What follows belongs to an exercise in optimizing a design on an open flow for small area and a short achievable clock period; a production flow would make more cautious choices. Function was checked by simulation only, so behaviour that the tests miss may differ from the original.

## north
// srpt_grant_top
module srpt_grant_top #(
   parameter int QUEUE_DEPTH    = 16,
   parameter int MAX_OVERCOMMIT = 4
) (
   input  logic        ap_clk,
   input  logic        ap_rst,
   input  logic        header_valid_i,
   input  logic [79:0] header_i,
   input  logic        grant_full_i,
   output logic        grant_valid_o,
   output logic [50:0] grant_o
);
   logic        push;
   logic        retire;
   logic [27:0] in_id;
   logic [9:0]  in_key;
   logic        head_occ;
   logic        head_occ_nx;
   logic [9:0]  head_key;
   logic [27:0] head_id;
   logic        pop;
   srpt_header_intake u_intake (
      .ap_clk         (ap_clk),
      .ap_rst         (ap_rst),
      .header_valid_i (header_valid_i),
      .header_i       (header_i),
      .push_o         (push),
      .retire_o       (retire),
      .id_o           (in_id),
      .key_o          (in_key)
   );
   srpt_queue #(
      .QUEUE_DEPTH (QUEUE_DEPTH)
   ) u_queue (
      .ap_clk     (ap_clk),
      .ap_rst     (ap_rst),
      .push_i     (push),
  ...
clock: 10.5 ns
lec_check: 0
cap_margin: 20
core_margin: 2
core_utilization: 40
slew_margin: 20
standard.sh (not shown) runs the stock make flow with config.mk's settings and CLKGATE_MAP_FILE= SYNTH_SCRIPT=/design/flow/synth_recipe.tcl, a recipe that flattens the netlist after the stock synthesis.
==> flow/flow/run.sh <==
#!/bin/bash
# The standard layout (the standard.sh: standard synthesis, then ORFS floorplan to
# finish) with these changes to how the layout is made; the clock, the constraints and
# every other setting are the standard flow's:
#  - clock tree sinks are clustered up to 20 to a leaf buffer, within 100 um;
#  - the port buffers that buffer_ports inserts on every input and output are buf_1
#    (the repair resizes them where timing needs it).
set -euo pipefail
bash standard.sh SETUP_SLACK_MARGIN=7 CTS_CLUSTER_SIZE=20 CTS_CLUSTER_DIAMETER=100 \
   "BUFFER_PORTS_ARGS=-buffer_cell sky130_fd_sc_hd__buf_1" finish > standard_flow.log 2>&1
### north -> south
diff --git a/flow/design.v b/flow/design.v
--- a/flow/design.v
+++ b/flow/design.v
@@ -55,13 +55,14 @@
    input  logic         ap_rst,
    input  logic         push_i,
    input  logic [27:0]  push_id_i,
    input  logic [9:0]   push_key_i,
    input  logic         pop_i,
    output logic         head_occ_o,
-   output logic         head_occ_nx_o,
+   output logic         head_occ_nx_pop_o,
+   output logic         head_occ_nx_nopop_o,
    output logic [9:0]   head_key_o,
    output logic [27:0]  head_id_o
 );
    localparam int N  = 16;
    localparam int PW = 4;
    logic [N-1:0][9:0]    key;
@@ -524,13 +525,14 @@
    assign key_d[14] = ({10{sel_14_12}} & key[12]) | ({10{sel_14_13}} & key[13]) | ({10{sel_14_15}} & key[15]) | ({10{sel_14_14}} & key[14]) | ({10{sel_14_11}} & key[11]);
    assign ptr_d[14] = ({PW{sel_14_12}} & ptr[12]) | ({PW{sel_14_13}} & ptr[13]) | ({PW{sel_14_15}} & ptr[15]) | ({PW{sel_14_14}} & ptr[14]) | ({PW{sel_14_11}} & ptr[11]);
    assign key_d[15] = ({10{sel_15_14}} & key[14]) | ({10{sel_15_15}} & key[15]) | ({10{sel_15_E}} & 10'h3ff) | ({10{sel_15_13}} & key[13]);
    assign ptr_d[15] = ({PW{sel_15_14}} & ptr[14]) | ({PW{sel_15_15}} & ptr[15]) | ({PW{sel_15_E}} & ptr[0]) | ({PW{sel_15_13}} & ptr[13]);
    assign head_key_o = key[0];
    assign head_occ_o = occ[0];
-   assign head_occ_nx_o = push_i || (pop_i ? (occ[1] || occ[2]) : (occ[0] || occ[1]));
+   assign head_occ_nx_pop_o   = push_i || occ[1] || occ[2];
+   assign head_occ_nx_nopop_o = push_i || occ[0] || occ[1];
    always_comb begin
       head_id_o = '0;
       for (int k = 0; k < N; k++) begin
          head_id_o = head_id_o | ({28{ptr[0] == PW'(k)}} & id_mem[k]);
       end
    end
@@ -555,13 +557,14 @@
 endmodule
 module srpt_active_set #(
    parameter int MAX_OVERCOMMIT = 4
 ) (
    input  logic         ap_clk,
    input  logic         ap_rst,
-   input  logic         head_occ_nx_i,
+   input  logic         head_occ_nx_pop_i,
+   input  logic         head_occ_nx_nopop_i,
    input  logic [9:0]   head_key_i,
    input  logic [27:0]  head_id_i,
    output logic         pop_o,
    input  logic         retire_i,
    input  logic [27:0]  retire_id_i,
    input  logic         grant_full_i,
@@ -590,12 +593,16 @@
             if (match[j]) match_first[k] = 1'b0;
             if (!occ[j]) free_first[k] = 1'b0;
          end
       end
    end
    assign pop_o = can_pop && !grant_full_i;
+   logic clr_any;
+   logic one_free;
+   assign clr_any  = retire_i && (|match);
+   assign one_free = (occ == 4'b1110) || (occ == 4'b1101) || (occ == 4'b1011) || (occ == 4'b0111);
    always_comb begin
       for (int k = 0; k < M; k++) begin
          occ_d[k] = (occ[k] && !(retire_i && match_first[k])) || (pop_o && free_first[k]);
       end
    end
    always_ff @(posedge ap_clk) begin
@@ -603,13 +610,14 @@
          occ     <= '0;
          gv      <= 1'b0;
          can_pop <= 1'b0;
       end else begin
          occ     <= occ_d;
          gv      <= pop_o;
-         can_pop <= head_occ_nx_i && !(&occ_d);
+         can_pop <= pop_o ? (head_occ_nx_pop_i && !(!clr_any && one_free))
+                          : (head_occ_nx_nopop_i && !(!clr_any && (&occ)));
       end
    end
    always_ff @(posedge ap_clk) begin
       for (int k = 0; k < M; k++) begin
          if (pop_o && free_first[k]) slot_id[k] <= head_id_i;
       end
@@ -633,13 +641,14 @@
 );
    logic        push;
    logic        retire;
    logic [27:0] in_id;
    logic [9:0]  in_key;
    logic        head_occ;
-   logic        head_occ_nx;
+   logic        head_occ_nx_pop;
+   logic        head_occ_nx_nopop;
    logic [9:0]  head_key;
    logic [27:0] head_id;
    logic        pop;
    srpt_header_intake u_intake (
       .ap_clk         (ap_clk),
       .ap_rst         (ap_rst),
@@ -657,22 +666,24 @@
       .ap_rst     (ap_rst),
       .push_i     (push),
       .push_id_i  (in_id),
       .push_key_i (in_key),
       .pop_i      (pop),
       .head_occ_o (head_occ),
-      .head_occ_nx_o (head_occ_nx),
+      .head_occ_nx_pop_o   (head_occ_nx_pop),
+      .head_occ_nx_nopop_o (head_occ_nx_nopop),
       .head_key_o (head_key),
       .head_id_o  (head_id)
    );
    srpt_active_set #(
       .MAX_OVERCOMMIT (MAX_OVERCOMMIT)
    ) u_active (
       .ap_clk        (ap_clk),
       .ap_rst        (ap_rst),
-      .head_occ_nx_i (head_occ_nx),
+      .head_occ_nx_pop_i   (head_occ_nx_pop),
+      .head_occ_nx_nopop_i (head_occ_nx_nopop),
       .head_key_i    (head_key),
       .head_id_i     (head_id),
       .pop_o         (pop),
       .retire_i      (retire),
       .retire_id_i   (in_id),
       .grant_full_i  (grant_full_i),
[summary]
- In terms of placer's final routability congestion estimate, north and south differ only marginally.
- Changes observed in south relative to north: multiplexer share of the synthesized area about even, maximum fanout encountered on the critical timing path fell 21, sequential share of cell area fell 2.2 points, fmax about even.
- Setup slack: south less than north
- Non-clock buffer count (south vs. north) increases by more than a quarter
- Looking at average cell area after synthesis across north and south, the one that comes out lower is south.
- Cmp south vs north: first-pass GRT wire length higher in south
- south reports its capture point of the worst path as u_queue.ptr[28] while north reports u_queue.id_mem[245].
- Sort north and south by share of cell area taken by multi-input logic gates, descending, and south comes first.
- Row routed wire length: south higher / north lower
- Against north, cell area after synthesis in south rose by a few percent.
- north and south ended up with nearly the same post-route clock period utilization.
- Diff north -> south | die area | increase of about 2.4%

static timing again, ports no longer ideal:
The flow's constraints put no driver on any port. The routed layouts listed below were extracted and timed again, unchanged, in two steps.
Step 1 sets driving cells, clkbuf_16 on the clock port and buf_2 on the other inputs (assumed; they add their load-dependent delay and slew).
Step 2 also shifts input and output timing later by t, the mid clock arrival at the registers, as if the neighbouring blocks saw the same clock.
Slacks: ideal / step 1 / step 2; pairs: ideal / step 1.
run	t, ns	setup slack, ns	slew at the worst register clock pin (ns)
north	0.756	6.955 / 6.878 / 6.123	0.10 / 0.10
south	0.780	6.952 / 6.959 / 6.203	0.10 / 0.10
After both steps setup and hold are still met in every run listed. For north, which loses most, drivers alone change the setup slack by -0.077 ns; drivers and shift together by -0.832 ns.
